Source: an optimization exercise on an open RTL-to-GDS flow (aim: small area and a short achievable clock period). Production flows keep margins and buffers that such runs may drop.
In this exercise RTL edits were held to simulation tests only and were not proved equivalent to the original.
Power and IR drop assume default switching activity.

Setup of run 2:
==> flow/design.v (excerpt) <==
module cpu_top (
	input  logic                i_clk,
	input  logic                i_rst_n,
	input  cpu_pkg::instr_t     i_instr,
	output cpu_pkg::pc_t        o_pc,
	output logic                o_dmem_we,
	output cpu_pkg::dmem_addr_t o_dmem_addr,
	output cpu_pkg::word_t      o_dmem_wdata,
	output cpu_pkg::status_t    o_status
);
	logic is_r, is_addi, is_sw, is_lw, is_j, is_jal, is_jr, is_bne, is_blt, is_setx;
	logic b_is_rd, reg_we, ovf_chk;
	cpu_pkg::reg_idx_t rd;
	cpu_pkg::reg_idx_t rs;
	cpu_pkg::reg_idx_t rt;
	cpu_pkg::word_t    imm;
	cpu_pkg::word_t rdata_a;
	cpu_pkg::word_t rdata_b;
	cpu_pkg::word_t alu_result;
	cpu_pkg::word_t mem_rdata;
	cpu_pkg::word_t wb_data;
	cpu_pkg::pc_t   pc_plus_one;
	cpu_pkg::dmem_addr_t mem_addr;
	cpu_pkg::dmem_addr_t load_addr;
	cpu_pkg::status_t status_q;
	logic alu_ovf, alu_ne, alu_lt;
	assign rd  = i_instr[26:22];
	assign rs  = i_instr[21:17];
	assign rt  = i_instr[16:12];
	assign imm = {{(32-17){i_instr[17-1]}}, i_instr[17-1:0]};
	instr_decoder decoder_i (
		.i_instr     (i_instr),
		.ctl_is_r    (is_r),
		.ctl_is_addi (is_addi),
		.ctl_is_sw   (is_sw),
		.ctl_is_lw   (is_lw),
		.ctl_is_j    (is_j),
		.ctl_is_jal  (is_jal),
		.ctl_is_jr   (is_jr),
		.ctl_is_bne  (is_bne),
		.ctl_is_blt  (is_blt),
		.ctl_is_setx (is_setx),
		.ctl_b_is_rd (b_is_rd),
		.ctl_reg_we  (reg_we),
		.ctl_ovf_chk (ovf_chk)
	);
	reg_file reg_file_i (
		.i_clk     (i_clk),
		.i_rst_n   (i_rst_n),
		.i_ra_idx  (rs),
		.i_rb_idx0 (rt),
		.i_rb_idx1 (rd),
		.i_rb_pick (b_is_rd),
		.i_wr_idx  (is_jal ? 5'd31 : rd),
		.i_we      (reg_we),
		.i_load    (is_lw),
		.i_wdata   (wb_data),
		.i_mem_rdata (mem_rdata),
		.o_load_addr (load_addr),
		.o_rdata_a (rdata_a),
		.o_rdata_b (rdata_b)
	);
	alu alu_i (
		.i_a      (rdata_a),
		.i_b      (rdata_b),
		.i_imm    (imm),
  ...
Size in the first run: roughly 7900 cells after synthesis, about 130000 sq um of cells after synthesis.
==> flow/config.mk <==
export PLATFORM = sky130hd
export DESIGN_NAME = cpu_top
export DESIGN_NICKNAME = cpu_top
export VERILOG_FILES = /design/flow/design.v
export SDC_FILE = /design/flow/constraint.sdc
export NUM_CORES = 8
export LEC_CHECK = 0
export CAP_MARGIN = 20
export CORE_MARGIN = 2
export CORE_UTILIZATION = 65
export PLACE_DENSITY = 0.75
export SETUP_SLACK_MARGIN = 5
export SLEW_MARGIN = 20
export SYNTH_HIERARCHICAL = 1
export SYNTH_MEMORY_MAX_BITS = 16384
export SYNTH_MINIMUM_KEEP_SIZE = 0
==> flow/constraint.sdc <==
create_clock -name core_clock -period 16.0 [get_ports {i_clk}]
set_input_delay 3.2000 -clock core_clock [delete_from_list [all_inputs] [get_ports {i_clk}]]
set_output_delay 3.2000 -clock core_clock [all_outputs]
set_load 0.01 [all_outputs]
standard.sh (not shown) runs the stock make flow with config.mk's settings and CLKGATE_MAP_FILE= SYNTH_SCRIPT=/design/flow/synth_recipe.tcl, a recipe that flattens the netlist after the stock synthesis.
==> flow/flow/run.sh <==
#!/bin/bash
# The standard layout with these changes: synthesis sees a strong driver
# and a light load on each module port, so it leaves cells at their smallest
# size; resizing may change a cell's footprint; port buffers are buf_4; timing
# repair aims at a larger setup margin; the clock tree uses clkbuf_8 without
# dummy loads.
set -euo pipefail
bash standard.sh \
  ABC_LOAD_IN_FF=1 \
  ABC_DRIVER_CELL=sky130_fd_sc_hd__buf_4 \
  MATCH_CELL_FOOTPRINT=0 \
  SETUP_SLACK_MARGIN=8 \
  TNS_END_PERCENT=20 \
  BUFFER_PORTS_ARGS="-buffer_cell sky130_fd_sc_hd__buf_4" \
  CTS_ARGS="-sink_clustering_enable -repair_clock_nets -dont_use_dummy_load -buf_list sky130_fd_sc_hd__clkbuf_8 -sink_clustering_size 16 -sink_clustering_max_diameter 70" \
  finish > make.log 2>&1
Per the final summary, run 2 finished and its layout is clean on timing, DRC and antenna.
The following lists how run 1 was set up differently from run 2:
- a change of CORE_UTILIZATION from 65 to 60
- a change of PLACE_DENSITY from 0.75 to 0.7
- Clock network power share was lower in the run labelled run 2.
- Per the comparison of run 1 with run 2, number of sequential storage elements flat, final setup slack of the worst path up 0.14 ns, routed length per placed instance down about 5%, met3 layer wire length in the routed design down 11000 microns, layout overhead on the synthesized area down 1.0 points.

-- static timing again, ports no longer ideal --
The flow's constraints put no driver on any port. The routed layouts listed below were extracted and timed again, unchanged, in two steps.
Step 1 assumes that a clkbuf_16 drives the clock port and a buf_2 every other input.
Step 2, shift: input delay + t, output delay - t, t = (earliest + latest rising clock arrival at the registers) / 2. This alone moves slack from input paths to output paths.
Three values: ideal ports, drivers, drivers and shift; two values: the first two.
| run | shift t [ns] | setup WS [ns] | hold WS [ns] | worst setup path after step 2 | worst data-port slew with drivers (ns) |
|---|---|---|---|---|---|
| run 2 | 1.089 | 6.566 / 6.475 / 5.943 | 0.479 / 0.479 / 0.479 | input to register | 0.13 |
| run 1 | 1.130 | 6.709 / 6.662 / 6.150 | 0.480 / 0.480 / 0.480 | input to register | 0.12 |
After both steps setup and hold are still met in every run listed. For run 2, which loses most, drivers alone change the setup slack by -0.091 ns; drivers and shift together by -0.623 ns.
